Source: an optimization exercise on an open RTL-to-GDS flow (aim: small area, a short achievable clock period and few clock cycles per item). Production flows keep margins and buffers that such runs may drop. Function was checked by simulation only, so behaviour that the tests miss may differ from the original. Power is estimated from default activity; no workload was simulated.

File: design.v
`default_nettype none
package overlap_split_pkg;
  localparam int SAMPLE_W_DEF = 64;
  localparam int HOP_DEF      = 18;
endpackage
`default_nettype wire
`default_nettype none
module split_bank_ram #(
  parameter int SAMPLE_W = 64,
  parameter int DEPTH    = 18
) (
  input  logic                clk,
  input  logic                wr_en,
  input  logic [SAMPLE_W-1:0] wr_data,
  output logic [SAMPLE_W-1:0] ring_in,
  output logic [SAMPLE_W-1:0] rd_data
);
  logic [SAMPLE_W-1:0] ring_q [DEPTH];
  assign rd_data = ring_q[DEPTH-1];
  assign ring_in = wr_en ? wr_data : rd_data;
  always_ff @(posedge clk) begin
    ring_q[0] <= ring_in;
    for (int i = 1; i < DEPTH; i++) begin
      ring_q[i] <= ring_q[i-1];
    end
  end
endmodule
`default_nettype wire
`default_nettype none
import overlap_split_pkg::*;
module overlap_split #(
  parameter int SAMPLE_W = overlap_split_pkg::SAMPLE_W_DEF,
  parameter int HOP      = overlap_split_pkg::HOP_DEF
) (
  input  logic                clk,
  input  logic                reset,
  input  logic [SAMPLE_W-1:0] in_split_pcmSample,
  input  logic                in_split_valid,
  output logic                in_split_ready,
  output logic [SAMPLE_W-1:0] out_split_pcmSample,
  output logic                out_split_valid,
  input  logic                out_split_ready,
  output logic                out_split_last
);
  localparam int PH_W = (HOP > 1) ? $clog2(HOP) : 1;
  localparam int IN_W = $clog2(HOP + 1);
  localparam logic [PH_W-1:0] PH_LAST = PH_W'(HOP - 1);
  logic [PH_W-1:0]     phase_q;     
  logic [PH_W-1:0]     jo_q;        
  logic                half_q;      
  logic [IN_W-1:0]     ji_q;        
  logic                first_q;     
  logic                sync_q;      
  logic                gt_q;        
  logic                in_rdy_q;    
  logic [SAMPLE_W-1:0] out_data_q;
  logic                out_valid_q;
  logic                out_last_q;
  logic                wr_en;
  logic                load;
  logic [SAMPLE_W-1:0] ring_in;
  logic [SAMPLE_W-1:0] old_data;
  logic [PH_W-1:0]     phase_n;
  logic                eoh;         
  logic                sync_n;      
  logic                ge2;         
  logic                rdy_w;       
  logic                rdy_n;       
  assign in_split_ready = in_rdy_q;
  assign wr_en          = in_split_valid && in_rdy_q;
  assign load           = sync_q && (gt_q || wr_en)
                       && (!out_valid_q || out_split_ready);
  split_bank_ram #(
    .SAMPLE_W (SAMPLE_W),
    .DEPTH    (HOP)
  ) u_bank_ram (
    .clk     (clk),
    .wr_en   (in_rdy_q),
    .wr_data (in_split_pcmSample),
    .ring_in (ring_in),
    .rd_data (old_data)
  );
  always_comb begin
    phase_n = (phase_q == PH_LAST) ? '0 : phase_q + PH_W'(1);
    eoh     = (jo_q == PH_LAST);
    sync_n  = (phase_n == jo_q);
    ge2     = (ji_q > IN_W'(jo_q) + IN_W'(1));
    rdy_w   = (ji_q != IN_W'(HOP - 1));
    rdy_n   = half_q && (ji_q != IN_W'(HOP)) && (IN_W'(phase_n) == ji_q);
  end
  always_ff @(posedge clk) begin
    if (!reset) begin
      phase_q     <= PH_W'(1);
      jo_q        <= PH_W'(1);
      half_q      <= 1'b0;
      ji_q        <= '0;
      first_q     <= 1'b1;
      sync_q      <= 1'b1;
      gt_q        <= 1'b1;
      in_rdy_q    <= 1'b0;
      out_data_q  <= '0;
      out_valid_q <= 1'b1;
      out_last_q  <= 1'b0;
    end else begin
      phase_q <= phase_n;
      sync_q  <= load || sync_n;
      if (load) begin
        jo_q <= eoh ? '0 : jo_q + PH_W'(1);
      end
      if (load && eoh) begin
        half_q   <= !half_q;
        ji_q     <= '0;
        gt_q     <= half_q;
        in_rdy_q <= !half_q;
      end else begin
        if (wr_en) ji_q <= ji_q + IN_W'(1);
        if (half_q) begin
          if (wr_en && !load)      gt_q <= 1'b1;
          else if (!wr_en && load) gt_q <= ge2;
        end
        in_rdy_q <= wr_en ? rdy_w : rdy_n;
      end
      if (load) begin
        out_data_q  <= first_q ? '0 : ring_in;
        out_valid_q <= 1'b1;
        out_last_q  <= half_q && eoh;
        if (eoh) first_q <= 1'b0;
      end else if (out_split_ready) begin
        out_valid_q <= 1'b0;
      end
    end
  end
  assign out_split_pcmSample = out_data_q;
  assign out_split_valid     = out_valid_q;
  assign out_split_last      = out_last_q;
endmodule
`default_nettype wire
File: flow/run.sh
#!/bin/bash
set -euo pipefail
bash standard.sh \
  "BUFFER_PORTS_ARGS=-buffer_cell sky130_fd_sc_hd__buf_1" \
  MATCH_CELL_FOOTPRINT=0 \
  finish > standard_flow.log 2>&1
File: standard.sh
#!/bin/bash
# synth_recipe.tcl (not shown) runs the flow's synth.tcl, then flattens the netlist and writes it again
# the make line also repeats each setting of config.mk as NAME=value (left out here)
make -C /OpenROAD-flow-scripts/flow DESIGN_CONFIG=/design/flow/config.mk WORK_HOME=/design/flow/orfs CLKGATE_MAP_FILE= SYNTH_SCRIPT=/design/flow/synth_recipe.tcl "${@:-finish}"
File: config.mk
export PLATFORM = sky130hd
export DESIGN_NAME = overlap_split
export DESIGN_NICKNAME = overlap_split
export VERILOG_FILES = /design/flow/design.v
export SDC_FILE = /design/flow/constraint.sdc
export NUM_CORES = 4
export LEC_CHECK = 0
export CAP_MARGIN = 20
export CORE_MARGIN = 2
export CORE_UTILIZATION = 50
export CTS_BUF_LIST = sky130_fd_sc_hd__clkbuf_16
export CTS_CLUSTER_DIAMETER = 60
export CTS_CLUSTER_SIZE = 30
export PLACE_DENSITY = 0.65
export SETUP_SLACK_MARGIN = 4.65
export SLEW_MARGIN = 20
File: constraint.sdc
create_clock -name core_clock -period 7.0 [get_ports {clk}]
set_input_delay 1.4000 -clock core_clock [delete_from_list [all_inputs] [get_ports {clk}]]
set_output_delay 1.4000 -clock core_clock [all_outputs]
set_load 0.01 [all_outputs]
==> run_results.csv, run 1 <==
group,metric,value,unit
status,outcome,"complete, no violations",
place,hpwl,18800,um
setup_path,critPathKind,"reg -> out",
grt,grt_use_total,0.123,
clocking,clkLatencyLatePin,0.62,ns
setup_path,crit_start,"out_data_q[45]$_SDFFE_PN0P_",
sta,skew,0.0251,ns
floorplan,die_w,237,um
grt,grt_pass1_vias,10519,
finish,mostFrequentLayoutCells,"dfxtp_1 (1170), buf_6 (68), dfxtp_2 (67), buf_1 (66)",
power,cellPowerDensity,348,nW/um2
sta,hold_viol_final,0,
detailed_routing,wire_per_inst,14.5,um
setup_path,cp.required,5.60,ns
logic_synthesis,ys_seq_area_frac,0.913,
setup_path,cp-endpoint,"out_split_pcmSample[45]",
setup_path,r2r_start,"jo_q[0]$_SDFFE_PN1P_",
clocking,numCtsBuffers,53,
finish,post-route-util,0.574,
logic_synthesis,yosys.cell_types.count,46,
setup_path,critPathTopFamily,"flip-flops",
floorplan,start_util,0.506,
grt,grt_overflow,0,
setup_path,crit_chain,"buf_6",
logic_synthesis,synth_largest_area_cell,"dfxtp_1",
setup_path,crit_buf_inv,1,
power,ir_drop,201,uV
place,place_congestion,0.702,
finish,final_area,30800,um2
logic_synthesis,yosys_warnings,3,
detailed_routing,ant_nets,0,
sta,post-route-min-period,2.50,ns
detailed_routing,vias_per_cell,4.35,
sta,slew_headroom,0.616,
clocking,htreeDepth,2,
clocking,cts.path.max_buffers,3,
sta,worstMarginPinSlew,0.576,ns
setup_path,cp.arrival,1.10,ns
grt,grt_pass1_wl,54300,um
setup_path,crit_slowest_cell,"dfxtp_2",
hold_path,hold_depth,0,
sta,fmax,401,MHz
setup_path,reg2regPathDepth,7,
sta,setup_slack,4.50,ns
clocking,clock-sinks,1238,
detailed_routing,drtPass1Iterations,4,
setup_path,startpoint_type,"register",
logic_synthesis,ys_seq_elements,1238,
clocking,cts_tree,"done",
grt,grt_max_degree,36,
setup_path,r2r_slack,4.84,ns
logic_synthesis,synth-main-ff-cell,"dfxtp_1",
setup_path,slowest_delay,0.37,ns
floorplan,fp.dieH,237,um
place,place_area,28400,um2
setup_path,path_depth,1,
detailed_routing,drc_errors,0,
finish,layout_commonest_cell,"dfxtp_1",
logic_synthesis,syn_area,27200,um2
logic_synthesis,synth_edf_count,0,
run,maxCapViolCount,0,
finish,layout-drive-gt1-share,0.180,
logic_synthesis,syn-mean-instance-area,17.8,um2
floorplan,fp.dieArea,56200,um2
finish,finalNetCount,1793,
logic_synthesis,syn_inst,1524,
clocking,root_buffer,"clkbuf_16",
clocking,clkTransAtPathRegs,0.10,ns
finish,fill_cells,4076,
floorplan,num_rows,85,
sta,period_share,0.357,
sta,slew_viol_final,0,
floorplan,design.core.area,53700,um2
sta,setup_viol,0,
setup_path,end_kind,"output port",
floorplan,io_pins,135,
logic_synthesis,synth_nets,1604,
detailed_routing,vias,10587,
sta,setup-tns-final,0,ns
setup_path,worstPathMaxFanout,2,
detailed_routing,drtIter0Drc,424,
logic_synthesis,async_flop_share,0,
finish,syn2layout_area_growth,13.5,%
power,leakagePower,12.3,nW
place,post-place-ws,3.82,ns
sta,rsz0062_at_grt,"true",
setup_path,r2r_end,"gt_q$_SDFFE_PN1P_",
logic_synthesis,yosys.area.top_type_share,0.913,
logic_synthesis,ys_top_cells_by_area,"dfxtp_1 (91%), mux2_2 (2.7%), a22o_1 (2.1%)",
hold_path,min_path_type,"reg -> reg",
place,port_buffers,134,
grt,antenna_found_initial,0,
detailed_routing,wl,35400,um
timing repair:
item | in CTS | in global routing
setup endpoints to repair | 137 | 126
hold buffers | 0 | 0
pin swaps | 0 | 2
gates cloned | 1 | 2
buffers inserted | 16 | 5
gates resized for setup | 269 | 6
power by group:
group / leakage, nW / internal [mW] / switching (mW)
Sequential: 10.0 / 7.04 / 0.0117
Clock: 0.789 / 1.47 / 2.08
Combinational: 1.54 / 0.0412 / 0.0710
Total: 12.3 / 8.55 / 2.16
stage by stage:
step | hold slack (ns) | instances | total power [mW]
after global routing | 0.311 | 2432 | 11.1
after detailed placement | 0.312 | 2330 | 7.31
after CTS | 0.311 | 2425 | 10.8
final | 0.307 | 2433 | 10.7
after global placement | 0.310 | 2330 | 7.31
after floorplan | 0.310 | 1524 | 7.28
cell families after synthesis:
| group | share of synthesized area |
|---|---|
| flops | 0.913 |
| fa+ha+maj | 0.00553 |
| xor+xnor | 0.00608 |
| mux | 0.0269 |
| buf+inv | 0.00677 |
| compound gates | 0.0297 |
| simple gates | 0.0123 |
worst register-to-register path: cells and delay by family (launching register included):
kind                       cells  cell delay, ns
DFF                            1            0.54
AOI/OAI and AO/OA              4            0.75
and+or+nand+nor                1            0.13
adders and majority gates      2            0.62
worst min-delay path by stage:
stage                                       from                           endpoint  slack, ns
2_1_floorplan    u_bank_ram.ring_q[9][0]$_DFF_P_   u_bank_ram.ring_q[10][0]$_DFF_P_       0.31
3_3_place_gp    u_bank_ram.ring_q[1][58]$_DFF_P_   u_bank_ram.ring_q[2][58]$_DFF_P_       0.31
3_5_place_dp   u_bank_ram.ring_q[14][50]$_DFF_P_  u_bank_ram.ring_q[15][50]$_DFF_P_       0.31
4_1_cts         u_bank_ram.ring_q[1][24]$_DFF_P_   u_bank_ram.ring_q[2][24]$_DFF_P_       0.31
5_1_grt         u_bank_ram.ring_q[13][8]$_DFF_P_   u_bank_ram.ring_q[14][8]$_DFF_P_       0.31
6_report        u_bank_ram.ring_q[1][24]$_DFF_P_   u_bank_ram.ring_q[2][24]$_DFF_P_       0.31
metal layers:
layer  vias up  share of wire  global-route usage
met2       153           0.43               0.184
met4         0          0.026              0.0474
li1       5256              -                   -
met1      5115           0.51               0.177
met5         -              0                   0
met3        63          0.036              0.0233
registers in the layout, summed over array words and instances (netlist names):
name and cells:
gt_q 1, first_q 1, jo_q 5, out_last_q 1
half_q 1, out_valid_q 1, ji_q 5, sync_q 1
u_bank_ram.ring_q 1152, out_data_q 64, phase_q 5, in_rdy_q 1
synthesized netlist by cell type, types with 2 or more instances:
cell / instances
a21oi_1: 11
a22o_1: 64
and2_1: 2
buf_2: 15
buf_4: 6
buf_6: 2
clkbuf_1: 4
dfxtp_1: 1238
ha_1: 12
inv_1: 6
mux2_2: 64
nand2_1: 14
nand2b_1: 3
nand3_1: 8
nand4_1: 2
nor2_1: 16
nor3_1: 4
nor4_1: 3
o21ai_0: 8
xnor2_1: 6
xor2_1: 11
area by class of cell:
| type | instances | area, um2 | area share |
|---|---|---|---|
| sequential | 1238 | 24900 | 0.807 |
| antenna | 1 | 2.50 | 0.0000812 |
| clock inverter | 24 | 278 | 0.00901 |
| clock buffer | 54 | 1350 | 0.0438 |
| tap | 696 | 871 | 0.0283 |
| inverter | 7 | 26.3 | 0.000852 |
| timing repair buffer | 158 | 1200 | 0.0391 |
| multi-input combinational | 255 | 2220 | 0.0720 |
Testbench counts, summed over its fixed seeds: cycles 11,520, blocks 320.
==> run 2, diff against run 1 <==
--- a/config.mk
+++ b/config.mk
@@ -11,6 +11,6 @@
 export CTS_BUF_LIST = sky130_fd_sc_hd__clkbuf_16
 export CTS_CLUSTER_DIAMETER = 60
 export CTS_CLUSTER_SIZE = 30
-export PLACE_DENSITY = 0.65
-export SETUP_SLACK_MARGIN = 4.65
+export PLACE_DENSITY = 0.5
+export SETUP_SLACK_MARGIN = 4.5
 export SLEW_MARGIN = 20
==> run 2 against run 1 <==
  * Sequential power barely moved
  * Count of clock-buffer cells in the layout is 3 higher
  * Final cell count is 0.45% higher
  * Synthesized cell count did not move
  * Worst hold slack got worse by 0.00097 ns
  * Power up 1.4%
  * Critical path type unchanged
  * Largest power group unchanged
  * Highest routed layer unchanged
==> run_results.csv, run 2 <==
group,metric,value,unit
finish,layout-drive-gt1-share,0.183,
setup_path,worstPathMaxFanout,2,
setup_path,critPathKind,"reg -> out",
logic_synthesis,yosys_warnings,3,
detailed_routing,vias,10400,
floorplan,fp.dieH,237,um
clocking,clock-sinks,1238,
grt,grt_pass1_wl,54500,um
power,ir_drop,216,uV
sta,rsz0062_at_grt,"true",
logic_synthesis,yosys.cell_types.count,46,
detailed_routing,wl,33700,um
logic_synthesis,syn-mean-instance-area,17.8,um2
detailed_routing,drtIter0Drc,444,
grt,grt_use_total,0.124,
clocking,clkTransAtPathRegs,0.10,ns
detailed_routing,drc_errors,0,
logic_synthesis,syn_inst,1524,
sta,fmax,398,MHz
clocking,cts_tree,"done",
sta,period_share,0.359,
logic_synthesis,ys_seq_elements,1238,
detailed_routing,ant_nets,0,
place,place_congestion,0.729,
logic_synthesis,syn_area,27200,um2
finish,finalNetCount,1792,
place,post-place-cells,2330,
setup_path,crit_slowest_cell,"dfxtp_4",
logic_synthesis,ys_top_cells_by_area,"dfxtp_1 (91%), mux2_2 (2.7%), a22o_1 (2.1%)",
grt,grt_overflow,0,
sta,setup-tns-final,0,ns
setup_path,crit_chain,"buf_6",
setup_path,startpoint_type,"register",
run,maxCapViolCount,0,
detailed_routing,dr_wl_met3,1540,um
floorplan,fp.dieArea,56200,um2
status,outcome,"complete, no violations",
setup_path,cp.required,5.60,ns
clocking,htreeDepth,2,
sta,worstMarginPinSlew,0.661,ns
detailed_routing,top_layer,"met4",
sta,slew_headroom,0.559,
floorplan,num_rows,85,
place,hpwl,18200,um
power,p_total,10.9,mW
floorplan,die_w,237,um
finish,largest_reg_flops,1152,
finish,mostFrequentLayoutCells,"dfxtp_1 (1171), buf_1 (67), buf_6 (67), mux2_2 (64), a22o_1 (64)",
logic_synthesis,yosysMostFrequentCell,"dfxtp_1",
logic_synthesis,yosys.area.top_type_share,0.913,
finish,syn2layout_area_growth,13.9,%
clocking,numCtsBuffers,54,
setup_path,cp.arrival,1.11,ns
sta,whs,0.306,ns
logic_synthesis,async_flop_share,0,
finish,fin_cells,2444,
power,leakagePower,12.4,nW
clocking,cts.path.max_buffers,3,
logic_synthesis,ys_top_cells_by_count,"dfxtp_1 (1238), a22o_1 (64), mux2_2 (64)",
logic_synthesis,synth_edf_count,0,
grt,grt_pass1_vias,10187,
detailed_routing,drtPass1Iterations,4,
sta,hold_viol_final,0,
finish,reg_top3,"u_bank_ram.ring_q x1152, out_data_q x64",
place,port_buffers,134,
hold_path,min_path_type,"reg -> reg",
setup_path,end_kind,"output port",
logic_synthesis,synth-main-ff-cell,"dfxtp_1",
detailed_routing,drt-met1-wl,18000,um
logic_synthesis,synth_largest_area_cell,"dfxtp_1",
power,cellPowerDensity,351,nW/um2
clocking,clkLatencyLatePin,0.63,ns
sta,post-route-min-period,2.51,ns
setup_path,critPathTopFamily,"flip-flops",
finish,layout_commonest_cell,"dfxtp_1",
grt,antenna_found_initial,2,
floorplan,start_util,0.506,
setup_path,slowest_delay,0.37,ns
logic_synthesis,synth_nets,1604,
detailed_routing,vias_per_cell,4.26,
floorplan,design.core.area,53700,um2
sta,setup_viol,0,
detailed_routing,wire_per_inst,13.8,um
detailed_routing,wl_met2,13300,um
clocking,root_buffer,"clkbuf_16",
setup_path,crit_buf_inv,1,
sta,slew_viol_final,0,
logic_synthesis,ys_seq_area_frac,0.913,
grt,grt_max_degree,37,
finish,largest-register,"u_bank_ram.ring_q",
sta,skew,0.0259,ns
floorplan,io_pins,135,
-- run 2: cell families after synthesis --
kind of cell,Yosys count,share of synthesized area
AOI/OAI and AO/OA,96,0.0297
xor gates and xnor gates,18,0.00608
adders and majority gates,12,0.00553
buffers and inverters,34,0.00677
DFF,1238,0.913
muxes,65,0.0269
and+or+nand+nor,61,0.0123
-- run 2: final timing paths --
kind,depth (start not counted),slack (ns),to,start
max,1,4.49,out_split_last,out_last_q$_SDFFE_PN0P_
min,0,0.31,u_bank_ram.ring_q[5][1]$_DFF_P_,u_bank_ram.ring_q[4][1]$_DFF_P_
min reg2reg,0,0.31,u_bank_ram.ring_q[5][1]$_DFF_P_,u_bank_ram.ring_q[4][1]$_DFF_P_
max reg2reg,6,4.74,gt_q$_SDFFE_PN1P_,in_rdy_q$_SDFF_PN0_
-- run 2: worst register-to-register path: stages, from the launching register on --
cell and delay (ns):
dfxtp_4 0.37, buf_4 0.31, buf_4 0.55, nand2_1 0.29, nor3_1 0.23, a21oi_1 0.06, o41a_1 0.37
-- run 2: final cells by class --
class / instances / area (um2)
sequential: 1238 / 24900
tap: 696 / 871
clock buffer: 57 / 1430
multi-input combinational: 253 / 2200
clock inverter: 33 / 330
antenna: 2 / 5.00
timing repair buffer: 158 / 1200
inverter: 7 / 26.3
fill: 4262 / 22800
-- run 2: stage by stage --
stage / setup WS, ns / cell area [um2] / utilization
final: 4.49 / 30900 / 0.576
after global routing: 4.42 / 30900 / 0.576
after CTS: 4.43 / 30900 / 0.576
after detailed placement: 3.77 / 28400 / 0.529
after global placement: 3.82 / 28400 / 0.529
after floorplan: 4.44 / 27200 / -
-- run 2: timing repair --
action	CTS	global route
gates resized for setup	272	3
gates cloned	1	0
hold buffers	0	0
buffers inserted	21	0
endpoints found under the setup margin	128	67
hold endpoints to repair	0	0
-- run 2: power by group --
part           internal (mW)  switching (mW)  leakage [nW]
registers               7.04          0.0111          10.0
clock network           1.59            2.12         0.865
logic                 0.0391          0.0642          1.52
-- run 2: routing by layer --
layer / track usage / vias to the layer above
met1: 0.188 / 4908
met4: 0.0474 / 0
met3: 0.0270 / 63
li1: - / 5288
met5: 0 / -
met2: 0.171 / 141
==> run 3, diff against run 2 <==
--- a/config.mk
+++ b/config.mk
@@ -7,10 +7,10 @@
 export LEC_CHECK = 0
 export CAP_MARGIN = 20
 export CORE_MARGIN = 2
-export CORE_UTILIZATION = 50
+export CORE_UTILIZATION = 60
 export CTS_BUF_LIST = sky130_fd_sc_hd__clkbuf_16
 export CTS_CLUSTER_DIAMETER = 60
 export CTS_CLUSTER_SIZE = 30
-export PLACE_DENSITY = 0.5
+export PLACE_DENSITY = 0.7
 export SETUP_SLACK_MARGIN = 4.5
 export SLEW_MARGIN = 20
==> run 3 against run 2 <==
  * Still clean
  * Final cell count decreased by 4.5%
  * Count of clock-buffer cells in the layout decreased by 3
  * Via count increased by 1.5%
  * Critical path depth unchanged
  * Design area decreased by 0.45%
  * Clock skew decreased by 0.0020 ns
  * Non-clock buffer count increased by 11
  * Setup slack improved by 0.0060 ns
  * Clock power decreased by 3%
  * Critical path type unchanged
  * Critical endpoint unchanged
==> run_results.csv, run 3 <==
group,metric,value,unit
status,outcome,"complete, no violations",
floorplan,num_rows,77,
sta,period_share,0.358,
clocking,cts_tree,"done",
floorplan,fp.dieArea,47000,um2
clocking,clkLatencyLatePin,0.62,ns
finish,fill_cells,2854,
power,cellPowerDensity,349,nW/um2
run,maxCapViolCount,0,
logic_synthesis,synth-main-ff-cell,"dfxtp_1",
logic_synthesis,ys_seq_area_frac,0.913,
logic_synthesis,yosys.cell_types.count,46,
grt,grt_pass1_wl,56300,um
detailed_routing,ant_nets,0,
detailed_routing,drc_errors,0,
place,port_buffers,134,
finish,post-route-util,0.693,
place,hpwl,19000,um
grt,grt_pass1_vias,10722,
setup_path,critPathTopFamily,"flip-flops",
finish,layout_commonest_cell,"dfxtp_1",
logic_synthesis,synth_largest_area_cell,"dfxtp_1",
setup_path,crit_slowest_cell,"dfxtp_4",
sta,hold_viol_final,0,
logic_synthesis,synth_edf_count,0,
setup_path,crit_buf_inv,1,
finish,finalNetCount,1802,
sta,worstMarginPinSlew,0.665,ns
floorplan,fp.dieH,217,um
setup_path,end_kind,"output port",
clocking,htreeDepth,2,
setup_path,startpoint_type,"register",
sta,whs,0.309,ns
logic_synthesis,ys_top_cells_by_count,"dfxtp_1 (1238), a22o_1 (64), mux2_2 (64)",
clocking,numCtsBuffers,52,
clocking,postCtsHoldBufs,0,
floorplan,io_pins,135,
detailed_routing,drtIter0Drc,494,
sta,fmax,399,MHz
finish,fin_cells,2334,
logic_synthesis,syn_inst,1524,
setup_path,slowest_delay,0.37,ns
hold_path,min_path_type,"reg -> reg",
logic_synthesis,ys_top_cells_by_area,"dfxtp_1 (91%), mux2_2 (2.7%), a22o_1 (2.1%)",
sta,setup_slack,4.49,ns
clocking,clock-sinks,1238,
finish,layout-drive-gt1-share,0.184,
clocking,clkTransAtPathRegs,0.10,ns
setup_path,crit_start,"out_last_q$_SDFFE_PN0P_",
sta,post-route-min-period,2.51,ns
logic_synthesis,syn-mean-instance-area,17.8,um2
finish,antenna_cells,0,
detailed_routing,vias_per_cell,4.52,
logic_synthesis,syn_area,27200,um2
grt,grt_overflow,0,
floorplan,design.core.area,44400,um2
finish,mostFrequentLayoutCells,"dfxtp_1 (1171), buf_6 (68), buf_1 (66), dfxtp_2 (65)",
detailed_routing,wl,35600,um
floorplan,start_util,0.611,
setup_path,cp.required,5.60,ns
finish,largest-register,"u_bank_ram.ring_q",
sta,skew,0.0239,ns
finish,largest_reg_flops,1152,
setup_path,cp.arrival,1.11,ns
detailed_routing,vias,10551,
logic_synthesis,yosys_warnings,3,
sta,slew_viol_final,0,
sta,slew_headroom,0.557,
logic_synthesis,yosysMostFrequentCell,"dfxtp_1",
floorplan,die_w,217,um
setup_path,worstPathMaxFanout,2,
sta,setup-tns-final,0,ns
logic_synthesis,async_flop_share,0,
setup_path,critPathKind,"reg -> out",
setup_path,crit_chain,"buf_6",
logic_synthesis,ys_seq_elements,1238,
grt,grt_max_degree,46,
place,place_congestion,0.711,
power,ir_drop,248,uV
detailed_routing,wire_per_inst,15.3,um
logic_synthesis,yosys.area.top_type_share,0.913,
hold_path,hold_start,"u_bank_ram.ring_q[8][20]$_DFF_P_",
place,post-place-cells,2225,
sta,rsz0062_at_grt,"true",
detailed_routing,drtPass1Iterations,4,
finish,reg_top3,"u_bank_ram.ring_q x1152, out_data_q x64",
grt,antenna_found_initial,2,
clocking,cts.path.max_buffers,3,
sta,setup_viol,0,
finish,syn2layout_area_growth,13.4,%
grt,grt_use_total,0.155,
power,leakagePower,12.4,nW
setup_path,r2r_start,"jo_q[1]$_SDFFE_PN0P_",
logic_synthesis,synth_nets,1604,
setup_path,r2r_slack,4.81,ns
place,post-place-ws,3.19,ns
clocking,root_buffer,"clkbuf_16",
## run 3: layout make-up
class                           instances  area [um2]  area share
Multi-Input combinational cell        254        2220      0.0720
Clock buffer                           54        1350      0.0439
Sequential cell                      1238       24900       0.808
Timing Repair Buffer                  169        1300      0.0422
Clock inverter                         20         292     0.00947
Inverter                                7        26.3    0.000853
Tap cell                              592         741      0.0240
## run 3: path summary, 6_finish.rpt
kind                                       to  depth (start not counted)
max                            out_split_last                          1
min          u_bank_ram.ring_q[9][20]$_DFF_P_                          0
max reg2reg                 gt_q$_SDFFE_PN1P_                          8
min reg2reg  u_bank_ram.ring_q[9][20]$_DFF_P_                          0
## run 3: cells by family after synthesis
logic type | count (synthesis) | synth area share
buffers and inverters | 34 | 0.00677
muxes | 65 | 0.0269
AOI/OAI and AO/OA | 96 | 0.0297
adders and majority gates | 12 | 0.00553
and+or+nand+nor | 61 | 0.0123
xor gates and xnor gates | 18 | 0.00608
DFF | 1238 | 0.913
## run 3: worst reg2reg max path: cells and delay by family, from the launching register on
kind	cells	cell delay, ns
adders and majority gates	2	0.62
buffers and inverters	1	0.11
and+or+nand+nor	1	0.15
DFF	1	0.47
AOI/OAI and AO/OA	4	0.73
## run 3: timing repair
item                                    4_1_cts  5_1_grt
pin swaps                                     1        1
resized for setup                           261       14
endpoints found under the setup margin      129      113
setup buffers                                21       12
gates cloned                                  2        0
## run 3: report_power, final
part | internal [mW] | switching, mW | total [mW]
logic | 0.0393 | 0.0658 | 0.105
clock network | 1.53 | 2.06 | 3.59
registers | 7.04 | 0.0114 | 7.05
## run 3: per-layer routing
layer	vias to the layer above	global-route usage	wire length [um]
li1	5279	-	-
met1	5043	0.231	18500
met2	170	0.227	14800
met3	59	0.0295	1430
met4	0	0.0573	849
met5	-	0	0
## run 3: through the flow
stage	total power, mW	instance area [um2]
floorplan	7.29	27200
global placement	7.31	28300
detailed placement	7.31	28300
CTS	10.8	30700
global route	11.1	30800
finish	10.8	30800
==> run 4, diff against run 3 <==
--- a/config.mk
+++ b/config.mk
@@ -7,10 +7,11 @@
 export LEC_CHECK = 0
 export CAP_MARGIN = 20
 export CORE_MARGIN = 2
-export CORE_UTILIZATION = 60
+export CORE_UTILIZATION = 50
 export CTS_BUF_LIST = sky130_fd_sc_hd__clkbuf_16
 export CTS_CLUSTER_DIAMETER = 60
 export CTS_CLUSTER_SIZE = 30
-export PLACE_DENSITY = 0.7
+export GPL_TIMING_DRIVEN = 0
+export PLACE_DENSITY = 0.65
 export SETUP_SLACK_MARGIN = 4.5
 export SLEW_MARGIN = 20
==> run 4 against run 3 <==
  * Die area up 20%
  * Highest routed layer unchanged
  * Maximum frequency down 0.17%
  * Worst hold slack better by 0.0077 ns
  * Final cell count up 5.1%
==> run_results.csv, run 4 <==
group,metric,value,unit
status,outcome,"complete, no violations",
logic_synthesis,synth_largest_area_cell,"dfxtp_1",
clocking,root_buffer,"clkbuf_16",
setup_path,cp.arrival,1.11,ns
logic_synthesis,syn_area,27200,um2
logic_synthesis,ys_top_cells_by_area,"dfxtp_1 (91%), mux2_2 (2.7%), a22o_1 (2.1%)",
detailed_routing,vias_per_cell,4.28,
logic_synthesis,syn-mean-instance-area,17.8,um2
finish,syn2layout_area_growth,14.0,%
grt,grt_max_degree,31,
clocking,clkTransAtPathRegs,0.10,ns
sta,post-route-min-period,2.51,ns
detailed_routing,drc_errors,0,
sta,setup_viol,0,
power,ir_drop,259,uV
setup_path,crit_slowest_cell,"dfxtp_4",
setup_path,slowest_delay,0.37,ns
setup_path,critPathKind,"reg -> out",
setup_path,critPathTopFamily,"flip-flops",
sta,skew,0.0195,ns
detailed_routing,wire_per_inst,14.0,um
detailed_routing,drtIter0Drc,343,
grt,grt_busiest_layer,"met2",
finish,antenna_cells,0,
place,port_buffers,134,
logic_synthesis,ys_seq_elements,1238,
setup_path,reg2regPathDepth,8,
clocking,cts.path.max_buffers,3,
logic_synthesis,yosys.cell_types.count,46,
hold_path,min_path_type,"reg -> reg",
grt,grt_pass1_wl,54900,um
clocking,clock-sinks,1238,
sta,whs,0.317,ns
floorplan,io_pins,135,
run,maxCapViolCount,0,
finish,mostFrequentLayoutCells,"dfxtp_1 (1171), buf_6 (77), buf_1 (66), dfxtp_2 (66)",
logic_synthesis,ys_seq_area_frac,0.913,
sta,slew_headroom,0.642,
floorplan,die_w,237,um
sta,setup-tns-final,0,ns
sta,fmax,398,MHz
detailed_routing,ant_nets,0,
floorplan,num_rows,85,
setup_path,cp.required,5.60,ns
finish,reg_top3,"u_bank_ram.ring_q x1152, out_data_q x64",
detailed_routing,wl,34500,um
grt,grt_use_total,0.125,
setup_path,path_depth,1,
floorplan,fp.dieArea,56200,um2
detailed_routing,vias,10506,
logic_synthesis,yosys.area.top_type_share,0.913,
setup_path,crit_buf_inv,1,
finish,largest-register,"u_bank_ram.ring_q",
floorplan,design.core.area,53700,um2
logic_synthesis,syn_inst,1524,
clocking,numCtsBuffers,52,
grt,grt.met2_usage,0.189,
logic_synthesis,yosys_warnings,3,
finish,finalNetCount,1818,
sta,slew_viol_final,0,
grt,grt_pass1_vias,10429,
detailed_routing,drtPass1Iterations,5,
clocking,htreeDepth,2,
grt,antenna_found_initial,2,
finish,layout-drive-gt1-share,0.188,
floorplan,fp.dieH,237,um
sta,hold_viol_final,0,
floorplan,start_util,0.506,
logic_synthesis,yosysMostFrequentCell,"dfxtp_1",
grt,use_met3,0.0261,
logic_synthesis,synth-main-ff-cell,"dfxtp_1",
grt,grtUsageMet1,0.178,
logic_synthesis,async_flop_share,0,
sta,period_share,0.359,
finish,layout_commonest_cell,"dfxtp_1",
logic_synthesis,synth_edf_count,0,
setup_path,end_kind,"output port",
hold_path,hold_depth,0,
setup_path,startpoint_type,"register",
clocking,cts_tree,"done",
power,leakagePower,12.4,nW
setup_path,worstPathMaxFanout,3,
place,place_congestion,0.768,
sta,rsz0062_at_grt,"true",
power,cellPowerDensity,344,nW/um2
place,hpwl,20700,um
finish,largest_reg_flops,1152,
clocking,clkLatencyLatePin,0.63,ns
sta,worstMarginPinSlew,0.537,ns
logic_synthesis,ys_top_cells_by_count,"dfxtp_1 (1238), a22o_1 (64), mux2_2 (64)",
logic_synthesis,synth_nets,1604,
setup_path,crit_chain,"buf_6",
grt,grt_overflow,0,
==> run 4: final timing paths <==
kind | start | slack (ns) | end
max | in_rdy_q$_SDFF_PN0_ | 4.49 | in_split_ready
min | u_bank_ram.ring_q[12][59]$_DFF_P_ | 0.32 | u_bank_ram.ring_q[13][59]$_DFF_P_
max reg2reg | jo_q[1]$_SDFFE_PN0P_ | 4.87 | gt_q$_SDFFE_PN1P_
min reg2reg | u_bank_ram.ring_q[12][59]$_DFF_P_ | 0.32 | u_bank_ram.ring_q[13][59]$_DFF_P_
==> run 4: logic make-up after synthesis <==
group           share of synthesized area
compound gates                     0.0297
buf+inv                           0.00677
fa+ha+maj                         0.00553
mux                                0.0269
simple gates                       0.0123
xor+xnor                          0.00608
flops                               0.913
==> run 4: through the flow <==
step / area (um2) / std cells / worst slack, ns / util / power, mW
after floorplan: 27200 / 1524 / 4.44 / - / 7.29
after global placement: 28600 / 2354 / 3.32 / 0.532 / 7.33
after detailed placement: 28600 / 2355 / 3.59 / 0.533 / 7.33
after CTS: 30900 / 2444 / 4.44 / 0.575 / 10.8
after global routing: 31000 / 2454 / 4.44 / 0.576 / 11.0
final: 31000 / 2454 / 4.49 / 0.576 / 10.7
==> run 4: layout make-up <==
| class | instances | area (um2) |
|---|---|---|
| well taps | 696 | 871 |
| multi-input cells | 252 | 2190 |
| inverters | 7 | 26.3 |
| clock inverters | 21 | 245 |
| fillers | 4069 | 22700 |
| clock buffers | 53 | 1330 |
| repair buffers | 160 | 1220 |
| flip-flops and latches | 1238 | 24900 |
| plain buffers | 27 | 204 |
==> run 4: power by group <==
| group | internal (mW) | switching (mW) |
|---|---|---|
| logic | 0.0479 | 0.0657 |
| registers | 7.04 | 0.0101 |
| clock network | 1.44 | 2.05 |
| total | 8.53 | 2.13 |
==> run 4: repair_timing <==
| action | CTS | global route |
|---|---|---|
| endpoints found under the hold margin | 0 | 0 |
| setup endpoints to repair | 118 | 68 |
| gates resized for setup | 272 | 2 |
| buffers inserted | 15 | 10 |
| hold buffers | 0 | 0 |
| pin swaps | 1 | 0 |
==> run 4: metal layers <==
| metal | wire length, um | part of all wire |
|---|---|---|
| met1 | 17500 | 0.51 |
| met2 | 14700 | 0.43 |
| met3 | 1360 | 0.040 |
| met4 | 885 | 0.026 |
| met5 | 0 | 0 |
==> run 5, diff against run 4 <==
--- a/config.mk
+++ b/config.mk
@@ -11,7 +11,6 @@
 export CTS_BUF_LIST = sky130_fd_sc_hd__clkbuf_16
 export CTS_CLUSTER_DIAMETER = 60
 export CTS_CLUSTER_SIZE = 30
-export GPL_TIMING_DRIVEN = 0
 export PLACE_DENSITY = 0.65
 export SETUP_SLACK_MARGIN = 4.5
 export SLEW_MARGIN = 20
==> run 5 against run 4 <==
  * Final cell count is 0.57% lower
  * Critical path depth stayed put
  * Maximum frequency up 1.0%
  * Area after synthesis unchanged
  * Setup slack improved by 0.025 ns
  * First-iteration DRC count increased by 37%
  * Power shrank 0.14%
  * Die area unchanged
  * Clock power hardly changed
  * Global-route usage decreased by 0.41 points
  * Count of clock-buffer cells in the layout did not move
  * Critical path type unchanged
  * Largest power group unchanged
  * Highest routed layer unchanged
==> run_results.csv, run 5 <==
group,metric,value,unit
setup_path,critPathTopFamily,"flip-flops",
place,hpwl,18900,um
floorplan,die_w,237,um
power,internal_power,8.52,mW
setup_path,slowest_delay,0.37,ns
detailed_routing,wl,34700,um
power,leakagePower,12.4,nW
finish,mostFrequentLayoutCells,"dfxtp_1 (1171), buf_6 (68), buf_1 (67), dfxtp_2 (66)",
logic_synthesis,yosys.area.top_type_share,0.913,
floorplan,fp.dieArea,56200,um2
detailed_routing,vias_per_cell,4.34,
finish,syn2layout_area_growth,13.6,%
logic_synthesis,syn-mean-instance-area,17.8,um2
logic_synthesis,ys_seq_elements,1238,
logic_synthesis,synth_edf_count,0,
sta,slew_headroom,0.532,
setup_path,crit_buf_inv,1,
setup_path,end_kind,"output port",
setup_path,crit_chain,"buf_6",
floorplan,io_pins,135,
logic_synthesis,syn_inst,1524,
logic_synthesis,ys_seq_area_frac,0.913,
sta,whs,0.323,ns
detailed_routing,drtPass1Iterations,4,
setup_path,cp-endpoint,"in_split_ready",
sta,setup-tns-final,0,ns
logic_synthesis,ys_top_cells_by_area,"dfxtp_1 (91%), mux2_2 (2.7%), a22o_1 (2.1%)",
sta,hold_viol_final,0,
logic_synthesis,yosys.cell_types.count,46,
finish,layout_commonest_cell,"dfxtp_1",
floorplan,num_rows,85,
grt,grt_pass1_wl,54100,um
sta,fmax,402,MHz
power,cellPowerDensity,345,nW/um2
power,p_switching,2.12,mW
detailed_routing,ant_nets,0,
sta,period_share,0.355,
power,p_comb_frac,0.010,
clocking,clkTransAtPathRegs,0.10,ns
grt,antenna_found_initial,2,
finish,finalNetCount,1804,
power,p_seq_frac,0.663,
logic_synthesis,syn_area,27200,um2
sta,skew,0.0207,ns
setup_path,critPathKind,"reg -> out",
logic_synthesis,yosysMostFrequentCell,"dfxtp_1",
clocking,cts.path.max_buffers,3,
finish,antenna_cells,0,
power,ir_drop,223,uV
finish,seqCellArea,24900,um2
floorplan,fp.dieH,237,um
setup_path,startpoint_type,"register",
setup_path,worstPathMaxFanout,2,
finish,reg_top3,"u_bank_ram.ring_q x1152, out_data_q x64",
sta,worstMarginPinSlew,0.702,ns
floorplan,design.core.area,53700,um2
setup_path,cp.required,5.60,ns
logic_synthesis,synth_nets,1604,
setup_path,reg2regPathDepth,7,
setup_path,path_depth,1,
sta,rsz0062_at_grt,"true",
hold_path,min_path_type,"reg -> reg",
clocking,numCtsBuffers,52,
setup_path,crit_slowest_cell,"dfxtp_4",
finish,largest_reg_flops,1152,
detailed_routing,wire_per_inst,14.2,um
setup_path,r2r_end,"gt_q$_SDFFE_PN1P_",
run,maxCapViolCount,0,
logic_synthesis,synth-main-ff-cell,"dfxtp_1",
power,switching_share,0.200,
finish,multi_input_area,2200,um2
clocking,clkLatencyLatePin,0.62,ns
place,port_buffers,134,
finish,fill_cells,4077,
clocking,clock-sinks,1238,
setup_path,cp.arrival,1.09,ns
logic_synthesis,yosys_warnings,3,
finish,largest-register,"u_bank_ram.ring_q",
sta,setup_viol,0,
floorplan,start_util,0.506,
sta,post-route-min-period,2.49,ns
setup_path,r2r_slack,4.64,ns
finish,layout-drive-gt1-share,0.183,
detailed_routing,drc_errors,0,
grt,grt_overflow,0,
logic_synthesis,synth_largest_area_cell,"dfxtp_1",
grt,grt_use_total,0.121,
clocking,root_buffer,"clkbuf_16",
place,place_congestion,0.785,
clocking,cts_tree,"done",
grt,grt_pass1_vias,10524,
setup_path,r2r_start,"in_rdy_q$_SDFF_PN0_",
logic_synthesis,async_flop_share,0,
clocking,htreeDepth,2,
status,outcome,"complete, no violations",
power,power_frac_clock,0.327,
grt,grt_max_degree,71,
detailed_routing,drtIter0Drc,471,
setup_path,crit_start,"in_rdy_q$_SDFF_PN0_",
logic_synthesis,ys_top_cells_by_count,"dfxtp_1 (1238), a22o_1 (64), mux2_2 (64)",
sta,slew_viol_final,0,
detailed_routing,vias,10583,
run 5: cell types whose count changed in the layout (fill, tap and decap cells not counted), moves of 2 or more:
cell / delta
inv_12: -2
clkbuf_1: -3
buf_2: -9
clkbuf_2: -2
clkinv_4: -2
buf_4: +7
inv_6: +2
clkinv_8: +3
buf_6: -9
run 5: worst min-delay path by stage:
stage | start | end | slack (ns) | depth (start not counted)
detailed placement | u_bank_ram.ring_q[12][12]$_DFF_P_ | u_bank_ram.ring_q[13][12]$_DFF_P_ | 0.31 | 0
global placement | u_bank_ram.ring_q[16][28]$_DFF_P_ | u_bank_ram.ring_q[17][28]$_DFF_P_ | 0.31 | 0
finish | u_bank_ram.ring_q[12][57]$_DFF_P_ | u_bank_ram.ring_q[13][57]$_DFF_P_ | 0.32 | 0
floorplan | u_bank_ram.ring_q[9][0]$_DFF_P_ | u_bank_ram.ring_q[10][0]$_DFF_P_ | 0.31 | 0
CTS | u_bank_ram.ring_q[6][44]$_DFF_P_ | u_bank_ram.ring_q[7][44]$_DFF_P_ | 0.33 | 0
global route | u_bank_ram.ring_q[13][59]$_DFF_P_ | u_bank_ram.ring_q[14][59]$_DFF_P_ | 0.32 | 0
run 5: what timing repair did:
item                                    4_1_cts  5_1_grt
endpoints found under the setup margin       78      135
hold buffers                                  0        0
pin swaps                                     0        0
gates resized for setup                     266        6
setup buffers                                27        8
gates cloned                                  0        1
run 5: per-layer routing:
metal | vias up | wire, um | GRT usage
met4 | 0 | 822 | 0.0403
li1 | 5273 | - | -
met1 | 5111 | 17700 | 0.173
met5 | - | 0 | 0
met3 | 58 | 1470 | 0.0326
met2 | 141 | 14600 | 0.179
run 5: cells by family (layout without fill, tap and decap cells):
logic type / after synthesis / after routing / share of synthesized area
AND/OR/NAND/NOR: 61 / 62 / 0.0123
flip-flops: 1238 / 1238 / 0.913
buffers and inverters: 34 / 253 / 0.00677
AO/OA/AOI/OAI: 96 / 96 / 0.0297
multiplexers: 65 / 65 / 0.0269
adder cells (fa/ha/maj): 12 / 12 / 0.00553
XOR/XNOR: 18 / 18 / 0.00608
run 5: final cells by class:
| type | count | area share |
|---|---|---|
| Clock inverter | 21 | 0.00791 |
| Multi-Input combinational cell | 253 | 0.0714 |
| Inverter | 7 | 0.000852 |
| Sequential cell | 1238 | 0.806 |
| Tap cell | 696 | 0.0282 |
| Timing Repair Buffer | 172 | 0.0422 |
| Clock buffer | 53 | 0.0430 |
run 5: power groups by stage:
stage / Clock (mW) / Sequential, mW / Combinational, mW
4_1_cts: 3.60 / 7.06 / 0.0962
2_1_floorplan: 0 / 7.21 / 0.0706
3_5_place_dp: 0 / 7.22 / 0.0944
3_3_place_gp: 0 / 7.22 / 0.0899
5_1_grt: 3.86 / 7.06 / 0.114
6_report: 3.48 / 7.06 / 0.103
run 5: per-stage QoR:
stage	instances	setup WS, ns	util	instance area (um2)	power (mW)
finish	2440	4.51	0.574	30800	10.6
global route	2440	4.44	0.574	30800	11.0
CTS	2431	4.45	0.573	30800	10.8
detailed placement	2330	3.78	0.529	28400	7.31
global placement	2330	3.89	0.529	28400	7.31
floorplan	1524	4.44	-	27200	7.29
==> run 6, diff against run 5 <==
--- a/config.mk
+++ b/config.mk
@@ -12,5 +12,5 @@
 export CTS_CLUSTER_DIAMETER = 60
 export CTS_CLUSTER_SIZE = 30
 export PLACE_DENSITY = 0.65
-export SETUP_SLACK_MARGIN = 4.5
+export SETUP_SLACK_MARGIN = 4.3
 export SLEW_MARGIN = 20
==> run 6 against run 5 <==
  * Still clean
  * Critical path depth is the same
  * Register-to-register slack gained 0.03 ns
  * Wire length shrank 4.0%
  * Area after synthesis is the same
  * Clock power grew about 10%
  * Setup slack lost 0.13 ns
  * Maximum frequency shrank 4.9%
  * Core utilization shrank 1.0 points
  * Largest cell class unchanged
  * Largest power group unchanged
==> run_results.csv, run 6 <==
group,metric,value,unit
status,outcome,"complete, no violations",
place,post-place-cells,2329,
setup_path,slowest_delay,0.41,ns
logic_synthesis,yosys_warnings,3,
logic_synthesis,ys_top_cells_by_area,"dfxtp_1 (91%), mux2_2 (2.7%), a22o_1 (2.1%)",
setup_path,cp.arrival,1.21,ns
detailed_routing,drtPass1Iterations,4,
clocking,htreeDepth,2,
sta,skew,0.0224,ns
detailed_routing,vias_per_cell,4.29,
sta,rsz0062_at_grt,"false",
place,hpwl,17700,um
clocking,clkTransAtPathRegs,0.10,ns
detailed_routing,ant_nets,0,
detailed_routing,wire_per_inst,13.8,um
finish,largest_reg_flops,1152,
finish,layout-drive-gt1-share,0.0935,
clocking,root_buffer,"clkbuf_16",
sta,worstMarginPinSlew,0.871,ns
grt,grt_pass1_wl,52600,um
finish,seqCellArea,24800,um2
finish,antenna_cells,0,
power,cellPowerDensity,363,nW/um2
clocking,cts_tree,"done",
hold_path,hold_start,"u_bank_ram.ring_q[7][51]$_DFF_P_",
run,maxCapViolCount,0,
logic_synthesis,async_flop_share,0,
power,internal_power,8.77,mW
clocking,cts.path.max_buffers,3,
logic_synthesis,yosysMostFrequentCell,"dfxtp_1",
logic_synthesis,yosys.area.top_type_share,0.913,
logic_synthesis,ys_top_cells_by_count,"dfxtp_1 (1238), a22o_1 (64), mux2_2 (64)",
logic_synthesis,synth-main-ff-cell,"dfxtp_1",
setup_path,critPathTopFamily,"flip-flops",
power,p_total,11.0,mW
setup_path,r2r_slack,4.67,ns
finish,finalNetCount,1773,
finish,largest-register,"u_bank_ram.ring_q",
logic_synthesis,synth_nets,1604,
power,power_frac_clock,0.350,
floorplan,design.core.area,53700,um2
clocking,numCtsBuffers,55,
place,place_congestion,0.740,
floorplan,num_rows,85,
setup_path,crit_chain,"buf_1",
floorplan,io_pins,135,
setup_path,crit_slowest_cell,"dfxtp_1",
power,p_seq_frac,0.642,
floorplan,fp.dieArea,56200,um2
detailed_routing,vias,10372,
grt,grt_max_degree,71,
hold_path,holdPathEnd,"u_bank_ram.ring_q[8][51]$_DFF_P_",
sta,slew_viol_final,0,
finish,fin_cells,2418,
floorplan,start_util,0.506,
place,place_area,28400,um2
clocking,clkLatencyLatePin,0.63,ns
sta,setup-tns-final,0,ns
detailed_routing,wl,33300,um
sta,fmax,383,MHz
logic_synthesis,syn-mean-instance-area,17.8,um2
clocking,clock-sinks,1238,
grt,antenna_found_initial,0,
place,post-place-ws,3.66,ns
finish,layout_commonest_cell,"dfxtp_1",
hold_path,hold_depth,0,
setup_path,startpoint_type,"register",
grt,grt_use_total,0.117,
floorplan,fp.dieH,237,um
logic_synthesis,synth_edf_count,0,
finish,reg_top3,"u_bank_ram.ring_q x1152, out_data_q x64",
setup_path,crit_buf_inv,1,
setup_path,r2r_end,"out_data_q[51]$_SDFFE_PN0P_",
sta,post-route-min-period,2.61,ns
grt,grt_overflow,0,
sta,setup_slack,4.39,ns
finish,syn2layout_area_growth,11.5,%
clocking,postCtsHoldBufs,0,
setup_path,critPathKind,"reg -> out",
finish,multi_input_area,2200,um2
finish,mostFrequentLayoutCells,"dfxtp_1 (1236), buf_1 (134), mux2_2 (64), a22o_1 (64), clkbuf_16 (56)",
setup_path,r2r_start,"in_rdy_q$_SDFF_PN0_",
logic_synthesis,ys_seq_elements,1238,
setup_path,cp.required,5.60,ns
sta,setup_viol,0,
power,p_switching,2.23,mW
finish,post-route-util,0.564,
setup_path,end_kind,"output port",
floorplan,die_w,237,um
logic_synthesis,yosys.cell_types.count,46,
sta,period_share,0.373,
sta,whs,0.310,ns
setup_path,reg2regPathDepth,5,
logic_synthesis,synth_largest_area_cell,"dfxtp_1",
sta,hold_viol_final,0,
power,leakagePower,12.0,nW
power,switching_share,0.202,
logic_synthesis,syn_inst,1524,
power,p_comb_frac,0.009,
place,port_buffers,134,
hold_path,min_path_type,"reg -> reg",
detailed_routing,drc_errors,0,
logic_synthesis,syn_area,27200,um2
sta,slew_headroom,0.420,
finish,fill_cells,4138,
logic_synthesis,ys_seq_area_frac,0.913,
grt,grt_pass1_vias,10154,
finish,final_area,30300,um2
detailed_routing,drtIter0Drc,386,
setup_path,path_depth,1,
power,ir_drop,301,uV
setup_path,worstPathMaxFanout,2,
==> run 6: timing repair <==
item                       4_1_cts  5_1_grt
gates cloned                     0        1
buffers inserted                 2        0
setup endpoints to repair        1       71
resized for setup                0        3
==> run 6: worst max path at each step <==
stage,end,slack (ns),startpoint
6_report,out_split_pcmSample[51],4.39,out_data_q[51]$_SDFFE_PN0P_
5_1_grt,out_split_pcmSample[51],4.31,out_data_q[51]$_SDFFE_PN0P_
4_1_cts,out_split_pcmSample[44],4.32,out_data_q[44]$_SDFFE_PN0P_
3_5_place_dp,sync_q$_SDFF_PN1_,3.66,in_split_valid
3_3_place_gp,sync_q$_SDFF_PN1_,3.74,in_split_valid
2_1_floorplan,in_rdy_q$_SDFF_PN0_,4.43,in_split_valid
==> run 6: worst register-to-register path: cells and delay by family (launching register included) <==
family,cells,cell delay [ns]
buf+inv,3,1.12
mux,1,0.54
flops,1,0.36
compound gates,1,0.21
==> run 6: routing by layer <==
metal  vias to the layer above  share of wire  global-route usage
met5                         -              0                   0
met4                         0          0.030              0.0439
met3                        75          0.039              0.0280
met2                       153           0.41               0.167
met1                      4911           0.52               0.172
li1                       5233              -                   -
==> run 6: layout make-up <==
| cell class | count | share of cell area |
|---|---|---|
| flip-flops and latches | 1238 | 0.819 |
| multi-input cells | 253 | 0.0726 |
| clock buffers | 56 | 0.0463 |
| inverters | 7 | 0.000868 |
| well taps | 696 | 0.0288 |
| clock inverters | 30 | 0.0151 |
| repair buffers | 138 | 0.0177 |
==> run 6: power by group through the flow <==
stage               Sequential (mW)  Clock, mW  Combinational [mW]
global route                   7.06       4.23               0.110
finish                         7.06       3.84              0.0975
global placement               7.22          0              0.0888
floorplan                      7.21          0              0.0637
detailed placement             7.22          0              0.0928
CTS                            7.06       3.98              0.0933
==> run 6: cells by family (layout without fill, tap and decap cells) <==
group	count (synthesis)	count (layout)	synth area share
and+or+nand+nor	61	62	0.0123
buffers and inverters	34	231	0.00677
xor gates and xnor gates	18	18	0.00608
muxes	65	65	0.0269
AOI/OAI and AO/OA	96	96	0.0297
DFF	1238	1238	0.913
adders and majority gates	12	12	0.00553
==> run 7, diff against run 6 <==
--- a/config.mk
+++ b/config.mk
@@ -12,5 +12,5 @@
 export CTS_CLUSTER_DIAMETER = 60
 export CTS_CLUSTER_SIZE = 30
 export PLACE_DENSITY = 0.65
-export SETUP_SLACK_MARGIN = 4.3
+export SETUP_SLACK_MARGIN = 4.4
 export SLEW_MARGIN = 20
==> run 7 against run 6 <==
  * Highest routed layer unchanged
  * Die area stayed put
  * Sequential share of layout area shrank 0.18 points
  * Sequential power about the same
  * Count of clock-buffer cells in the layout stayed put
  * Final cell count unchanged
  * Design area grew 0.30%
  * Largest cell class unchanged
  * Setup slack improved by 0.074 ns
  * Sequential cell count unchanged
  * Worst hold slack hardly changed
  * First-iteration DRC count shrank 2.3%
  * Still clean on timing, DRC and antenna
==> run_results.csv, run 7 <==
group,metric,value,unit
status,outcome,"complete, no violations",
grt,grt_use_total,0.119,
sta,slew_viol_final,0,
place,port_buffers,134,
logic_synthesis,synthAdderAreaFrac,0.00553,
logic_synthesis,yosys.area_share.xor_xnor,0.00608,
logic_synthesis,synth_largest_area_cell,"dfxtp_1",
clocking,clock-sinks,1238,
finish,layout-drive-gt1-share,0.128,
logic_synthesis,synth-main-ff-cell,"dfxtp_1",
logic_synthesis,synth_edf_count,0,
clocking,clkLatencyLatePin,0.63,ns
grt,use_met3,0.0280,
logic_synthesis,yosys_warnings,3,
setup_path,startpoint_type,"register",
finish,antenna_cells,0,
logic_synthesis,synth_top_family_by_area,"compound AO/OA/AOI/OAI gates",
finish,fill_cells,4116,
setup_path,crit_buf_inv,1,
finish,largest_reg_flops,1152,
finish,reg_top3,"u_bank_ram.ring_q x1152, out_data_q x64",
setup_path,crit_slowest_cell,"dfxtp_1",
logic_synthesis,synth_nets,1604,
floorplan,io_pins,135,
floorplan,die_w,237,um
setup_path,r2r_end,"out_data_q[51]$_SDFFE_PN0P_",
sta,worstMarginPinSlew,0.867,ns
sta,setup_viol,0,
logic_synthesis,synth_compound_area_frac,0.0297,
setup_path,worstPathMaxFanout,2,
grt,grt_busiest_layer,"met1",
sta,period_share,0.363,
floorplan,fp.dieH,237,um
power,ir_drop,302,uV
logic_synthesis,yosys.area.top_type_share,0.913,
power,leakagePower,12.1,nW
finish,largest-register,"u_bank_ram.ring_q",
floorplan,fp.dieArea,56200,um2
floorplan,design.core.area,53700,um2
grt,grt_max_degree,65,
floorplan,start_util,0.506,
setup_path,cp-endpoint,"out_split_last",
detailed_routing,vias,10357,
finish,seqCellArea,24800,um2
logic_synthesis,syn_area,27200,um2
detailed_routing,vias_per_cell,4.28,
grt,antenna_found_initial,0,
setup_path,reg2regPathDepth,5,
detailed_routing,ant_nets,0,
logic_synthesis,yosysMostFrequentCell,"dfxtp_1",
logic_synthesis,ys_seq_elements,1238,
setup_path,crit_chain,"buf_1",
setup_path,cp.arrival,1.14,ns
sta,post-route-min-period,2.54,ns
logic_synthesis,async_flop_share,0,
logic_synthesis,syn-mean-instance-area,17.8,um2
logic_synthesis,ys_top_cells_by_area,"dfxtp_1 (91%), mux2_2 (2.7%), a22o_1 (2.1%)",
sta,fmax,394,MHz
grt,grt_pass1_wl,53200,um
setup_path,critPathKind,"reg -> out",
sta,setup-tns-final,0,ns
clocking,clkTransAtPathRegs,0.10,ns
setup_path,crit_start,"out_last_q$_SDFFE_PN0P_",
setup_path,end_kind,"output port",
setup_path,r2r_start,"in_rdy_q$_SDFF_PN0_",
place,place_congestion,0.740,
setup_path,path_depth,1,
power,p_total,11.0,mW
finish,finalNetCount,1773,
grt,grtUsageMet1,0.176,
run,maxCapViolCount,0,
grt,grt_overflow,0,
detailed_routing,drc_errors,0,
finish,fin_cells,2418,
setup_path,critPathTopFamily,"flip-flops",
clocking,numCtsBuffers,55,
sta,skew,0.0216,ns
clocking,htreeDepth,2,
power,cellPowerDensity,362,nW/um2
hold_path,min_path_type,"reg -> reg",
clocking,cts_tree,"done",
finish,syn2layout_area_growth,11.8,%
logic_synthesis,ys_seq_area_frac,0.913,
logic_synthesis,synthMuxAreaShare,0.0269,
sta,rsz0062_at_grt,"false",
logic_synthesis,syn_inst,1524,
place,post-place-cells,2329,
grt,grt_pass1_vias,10166,
logic_synthesis,yosys.cell_types.count,46,
place,hpwl,17700,um
logic_synthesis,yosys.area_share.simple,0.0123,
detailed_routing,wire_per_inst,13.7,um
setup_path,slowest_delay,0.36,ns
detailed_routing,drtPass1Iterations,4,
setup_path,r2r_slack,4.65,ns
finish,multi_input_area,2200,um2
sta,slew_headroom,0.422,
finish,layout_commonest_cell,"dfxtp_1",
finish,mostFrequentLayoutCells,"dfxtp_1 (1223), buf_1 (88), mux2_2 (64), a22o_1 (64), clkbuf_16 (56)",
sta,hold_viol_final,0,
clocking,cts.path.max_buffers,3,
detailed_routing,drtIter0Drc,377,
logic_synthesis,ys_top_cells_by_count,"dfxtp_1 (1238), a22o_1 (64), mux2_2 (64)",
clocking,root_buffer,"clkbuf_16",
detailed_routing,wl,33200,um
setup_path,cp.required,5.60,ns
grt,grt.met2_usage,0.171,
floorplan,num_rows,85,
## run 7: kinds of logic after synthesis
family          count (synthesis)
compound gates                 96
xor+xnor                       18
fa+ha+maj                      12
buf+inv                        34
flops                        1238
mux                            65
simple gates                   61
## run 7: worst min path at each step
stage	from	endpoint	cells after the start
2_1_floorplan	u_bank_ram.ring_q[9][0]$_DFF_P_	u_bank_ram.ring_q[10][0]$_DFF_P_	0
3_3_place_gp	u_bank_ram.ring_q[16][28]$_DFF_P_	u_bank_ram.ring_q[17][28]$_DFF_P_	0
3_5_place_dp	u_bank_ram.ring_q[9][35]$_DFF_P_	u_bank_ram.ring_q[10][35]$_DFF_P_	0
4_1_cts	u_bank_ram.ring_q[7][51]$_DFF_P_	u_bank_ram.ring_q[8][51]$_DFF_P_	0
5_1_grt	u_bank_ram.ring_q[7][51]$_DFF_P_	u_bank_ram.ring_q[8][51]$_DFF_P_	0
6_report	u_bank_ram.ring_q[7][51]$_DFF_P_	u_bank_ram.ring_q[8][51]$_DFF_P_	0
## run 7: metal layers
metal	vias up	part of all wire
li1	5230	-
met1	4906	0.52
met2	149	0.41
met3	72	0.040
met4	0	0.028
met5	-	0
## run 7: cell type report
type | instances | area share
flip-flops and latches | 1238 | 0.817
multi-input cells | 253 | 0.0723
repair buffers | 138 | 0.0201
clock buffers | 56 | 0.0461
well taps | 696 | 0.0287
inverters | 7 | 0.000865
clock inverters | 30 | 0.0151
## run 7: through the flow
step           utilization  setup WS, ns  hold WS (ns)  area, um2
2_1_floorplan            -          4.43         0.310      27200
3_3_place_gp         0.529          3.74         0.310      28400
3_5_place_dp         0.529          3.66         0.312      28400
4_1_cts              0.564          4.40         0.308      30300
5_1_grt              0.565          4.40         0.303      30400
6_report             0.565          4.46         0.310      30400
## run 7: timing repair
item                                    CTS  global route
gates cloned                              1             0
endpoints found under the setup margin   75            42
resized for setup                        20            48
hold buffers                              0             0
setup buffers                             2             0
## run 7: where the power goes
part	internal, mW	total [mW]	switching [mW]
combinational	0.0375	0.0973	0.0599
sequential	7.04	7.05	0.0112
clock	1.69	3.84	2.15
==> run 8, diff against run 7 <==
==> flow/run.sh (replaced) <==
#!/bin/bash
set -euo pipefail
bash standard.sh \
  "BUFFER_PORTS_ARGS=-buffer_cell sky130_fd_sc_hd__buf_1" \
  MATCH_CELL_FOOTPRINT=0 \
  "CTS_ARGS=-sink_clustering_enable -repair_clock_nets -sink_clustering_size 30 -sink_clustering_max_diameter 60 -buf_list sky130_fd_sc_hd__clkbuf_16 -dont_use_dummy_load" \
  finish > standard_flow.log 2>&1
--- a/config.mk
+++ b/config.mk
@@ -12,5 +12,5 @@
 export CTS_CLUSTER_DIAMETER = 60
 export CTS_CLUSTER_SIZE = 30
 export PLACE_DENSITY = 0.65
-export SETUP_SLACK_MARGIN = 4.4
+export SETUP_SLACK_MARGIN = 4.5
 export SLEW_MARGIN = 20
==> run 8 against run 7 <==
  * Worst hold slack got worse by 0.034 ns
  * Count of clock-buffer cells in the layout fell by 4
  * Sequential power barely moved
  * Maximum frequency rose by 2.2%
  * Power fell by 5.7%
  * Non-clock buffer count rose by 23
  * Clock skew rose by 0.041 ns
  * Design area rose by 0.30%
  * Largest cell class unchanged
==> run_results.csv, run 8 <==
group,metric,value,unit
grt,grt_overflow,0,
clocking,clkLatencyLatePin,0.62,ns
floorplan,fp.dieArea,56200,um2
clocking,clock-sinks,1238,
sta,period_share,0.355,
power,ir_drop,223,uV
sta,rsz0062_at_grt,"true",
grt,grt_use_total,0.119,
detailed_routing,ant_nets,0,
sta,setup_viol,0,
clocking,root_buffer,"clkbuf_16",
setup_path,cp.required,5.60,ns
sta,skew,0.0622,ns
place,place_congestion,0.785,
floorplan,io_pins,135,
finish,syn2layout_area_growth,12.2,%
logic_synthesis,syn-mean-instance-area,17.8,um2
finish,fill_cells,4119,
finish,layout-drive-gt1-share,0.168,
logic_synthesis,synth-main-ff-cell,"dfxtp_1",
place,hpwl,18900,um
sta,hold_viol_final,0,
sta,setup-tns-final,0,ns
status,outcome,"complete, no violations",
floorplan,num_rows,85,
setup_path,cp.arrival,1.08,ns
detailed_routing,wire_per_inst,14.2,um
logic_synthesis,ys_top_cells_by_count,"dfxtp_1 (1238), a22o_1 (64), mux2_2 (64)",
setup_path,crit_buf_inv,1,
logic_synthesis,syn_inst,1524,
detailed_routing,vias_per_cell,4.38,
setup_path,critPathKind,"reg -> out",
hold_path,min_path_type,"reg -> reg",
setup_path,crit_slowest_cell,"dfxtp_2",
floorplan,design.core.area,53700,um2
finish,largest_reg_flops,1152,
logic_synthesis,synth_nets,1604,
clocking,cts.path.max_buffers,3,
place,post-place-ws,3.78,ns
detailed_routing,wl,34300,um
sta,fmax,403,MHz
sta,slew_headroom,0.525,
logic_synthesis,yosysMostFrequentCell,"dfxtp_1",
finish,antenna_cells,0,
detailed_routing,drtIter0Drc,462,
setup_path,end_kind,"output port",
logic_synthesis,ys_seq_area_frac,0.913,
power,cellPowerDensity,340,nW/um2
finish,finalNetCount,1793,
finish,multi_input_area,2200,um2
setup_path,worstPathMaxFanout,2,
run,maxCapViolCount,0,
detailed_routing,drc_errors,0,
finish,seqCellArea,24900,um2
grt,grt_pass1_wl,53400,um
place,post-place-cells,2330,
finish,fin_cells,2407,
setup_path,crit_chain,"buf_6",
setup_path,startpoint_type,"register",
logic_synthesis,yosys_warnings,3,
place,port_buffers,134,
floorplan,start_util,0.506,
detailed_routing,drtPass1Iterations,4,
floorplan,die_w,237,um
detailed_routing,vias,10544,
sta,slew_viol_final,0,
finish,layout_commonest_cell,"dfxtp_1",
grt,grt_max_degree,71,
sta,whs,0.276,ns
clocking,clkTransAtPathRegs,0.10,ns
finish,reg_top3,"u_bank_ram.ring_q x1152, out_data_q x64",
power,leakagePower,12.2,nW
logic_synthesis,yosys.cell_types.count,46,
sta,setup_slack,4.52,ns
finish,mostFrequentLayoutCells,"dfxtp_1 (1174), buf_1 (67), mux2_2 (64), a22o_1 (64), dfxtp_2 (63)",
logic_synthesis,synth_edf_count,0,
grt,antenna_found_initial,1,
logic_synthesis,async_flop_share,0,
logic_synthesis,ys_top_cells_by_area,"dfxtp_1 (91%), mux2_2 (2.7%), a22o_1 (2.1%)",
logic_synthesis,yosys.area.top_type_share,0.913,
grt,grt_pass1_vias,10417,
setup_path,critPathTopFamily,"flip-flops",
floorplan,fp.dieH,237,um
sta,worstMarginPinSlew,0.713,ns
logic_synthesis,synth_largest_area_cell,"dfxtp_1",
sta,post-route-min-period,2.48,ns
clocking,numCtsBuffers,52,
clocking,htreeDepth,2,
power,p_total,10.4,mW
setup_path,slowest_delay,0.36,ns
finish,largest-register,"u_bank_ram.ring_q",
logic_synthesis,ys_seq_elements,1238,
logic_synthesis,syn_area,27200,um2
clocking,cts_tree,"done",
==> run 8: metrics by stage <==
stage	area, um2	utilization
after floorplan	27200	-
after global placement	28400	0.529
after detailed placement	28400	0.529
after CTS	30300	0.564
after global routing	30500	0.567
final	30500	0.567
==> run 8: layer usage <==
metal,vias to the layer above,GRT usage,share of wire
met5,-,0,0
met4,0,0.0403,0.023
met3,59,0.0331,0.042
met2,150,0.174,0.42
met1,5099,0.171,0.52
li1,5236,-,-
==> run 8: where the power goes <==
group / switching [mW] / leakage (nW) / internal (mW)
Clock: 1.88 / 0.641 / 1.33
Sequential: 0.0123 / 10.0 / 7.04
Combinational: 0.0637 / 1.54 / 0.0392
==> run 8: final timing paths <==
path	slack (ns)	to	cells past startpoint	from
worst max-delay path	4.52	out_split_pcmSample[7]	1	out_data_q[7]$_SDFFE_PN0P_
worst min-delay path	0.28	u_bank_ram.ring_q[7][44]$_DFF_P_	0	u_bank_ram.ring_q[6][44]$_DFF_P_
worst max register to register	4.74	gt_q$_SDFFE_PN1P_	6	in_rdy_q$_SDFF_PN0_
worst min register to register	0.28	u_bank_ram.ring_q[7][44]$_DFF_P_	0	u_bank_ram.ring_q[6][44]$_DFF_P_
==> run 8: layout make-up <==
type                       count  share of cell area
clock buffer                  52              0.0427
timing repair buffer         161              0.0392
sequential                  1238               0.816
tap                          696              0.0286
inverter                       7            0.000863
multi-input combinational    253              0.0723
==> run 8: cell families after synthesis <==
kind of cell               after synthesis  synth area share
muxes                                   65            0.0269
xor gates and xnor gates                18           0.00608
AOI/OAI and AO/OA                       96            0.0297
and+or+nand+nor                         61            0.0123
buffers and inverters                   34           0.00677
adders and majority gates               12           0.00553
DFF                                   1238             0.913
==> run 8: timing repair <==
action	CTS	global route
hold buffers	0	0
buffers inserted	17	7
setup endpoints to repair	100	137
cloned	0	1
resized for setup	224	35
==> run 8: worst register-to-register path: stages (launching register included) <==
cell     delay [ns]
dfxtp_4        0.36
buf_4          0.32
buf_6          0.48
nand2_1        0.23
nor3_1         0.28
a21oi_1        0.10
o41a_1         0.38

-- what the ideal ports hide --
The results above use ideal ports. As a check the final layouts listed here were re-extracted and re-timed, cells and wires unchanged.
Step 1 (the two cells are an assumption about what drives the block):
set clk [get_ports {clk}]
set_driving_cell -lib_cell sky130_fd_sc_hd__clkbuf_16 $clk
set_driving_cell -lib_cell sky130_fd_sc_hd__buf_2 [delete_from_list [all_inputs] $clk]
Step 2 adds t to the input delays and takes it off the output delays; t is the mean of the earliest and latest rising clock arrival at the registers after step 1. Input paths then give back, and output paths get back, about the clock's delay inside the block.
Slacks: ideal / step 1 / step 2; pairs: ideal / step 1.
| run | t, ns | setup WS [ns] | worst setup path after step 2 | slew at the worst register clock pin (ns) |
|---|---|---|---|---|
| run 1 | 0.667 | 4.504 / 4.449 / 4.075 | input to register | 0.11 / 0.11 |
| run 2 | 0.671 | 4.487 / 4.429 / 3.950 | input to register | 0.10 / 0.10 |
| run 3 | 0.665 | 4.493 / 4.440 / 3.889 | input to register | 0.11 / 0.11 |
| run 4 | 0.673 | 4.489 / 4.435 / 4.098 | input to register | 0.11 / 0.11 |
| run 5 | 0.658 | 4.515 / 4.460 / 3.947 | input to register | 0.10 / 0.10 |
| run 6 | 0.673 | 4.387 / 4.333 / 3.802 | input to register | 0.10 / 0.10 |
| run 7 | 0.674 | 4.461 / 4.406 / 3.841 | input to register | 0.10 / 0.10 |
| run 8 | 0.637 | 4.516 / 4.462 / 3.910 | input to register | 0.10 / 0.10 |
After both steps setup and hold are still met in every run listed. For run 7, which loses most, drivers alone change the setup slack by -0.055 ns; drivers and shift together by -0.620 ns.
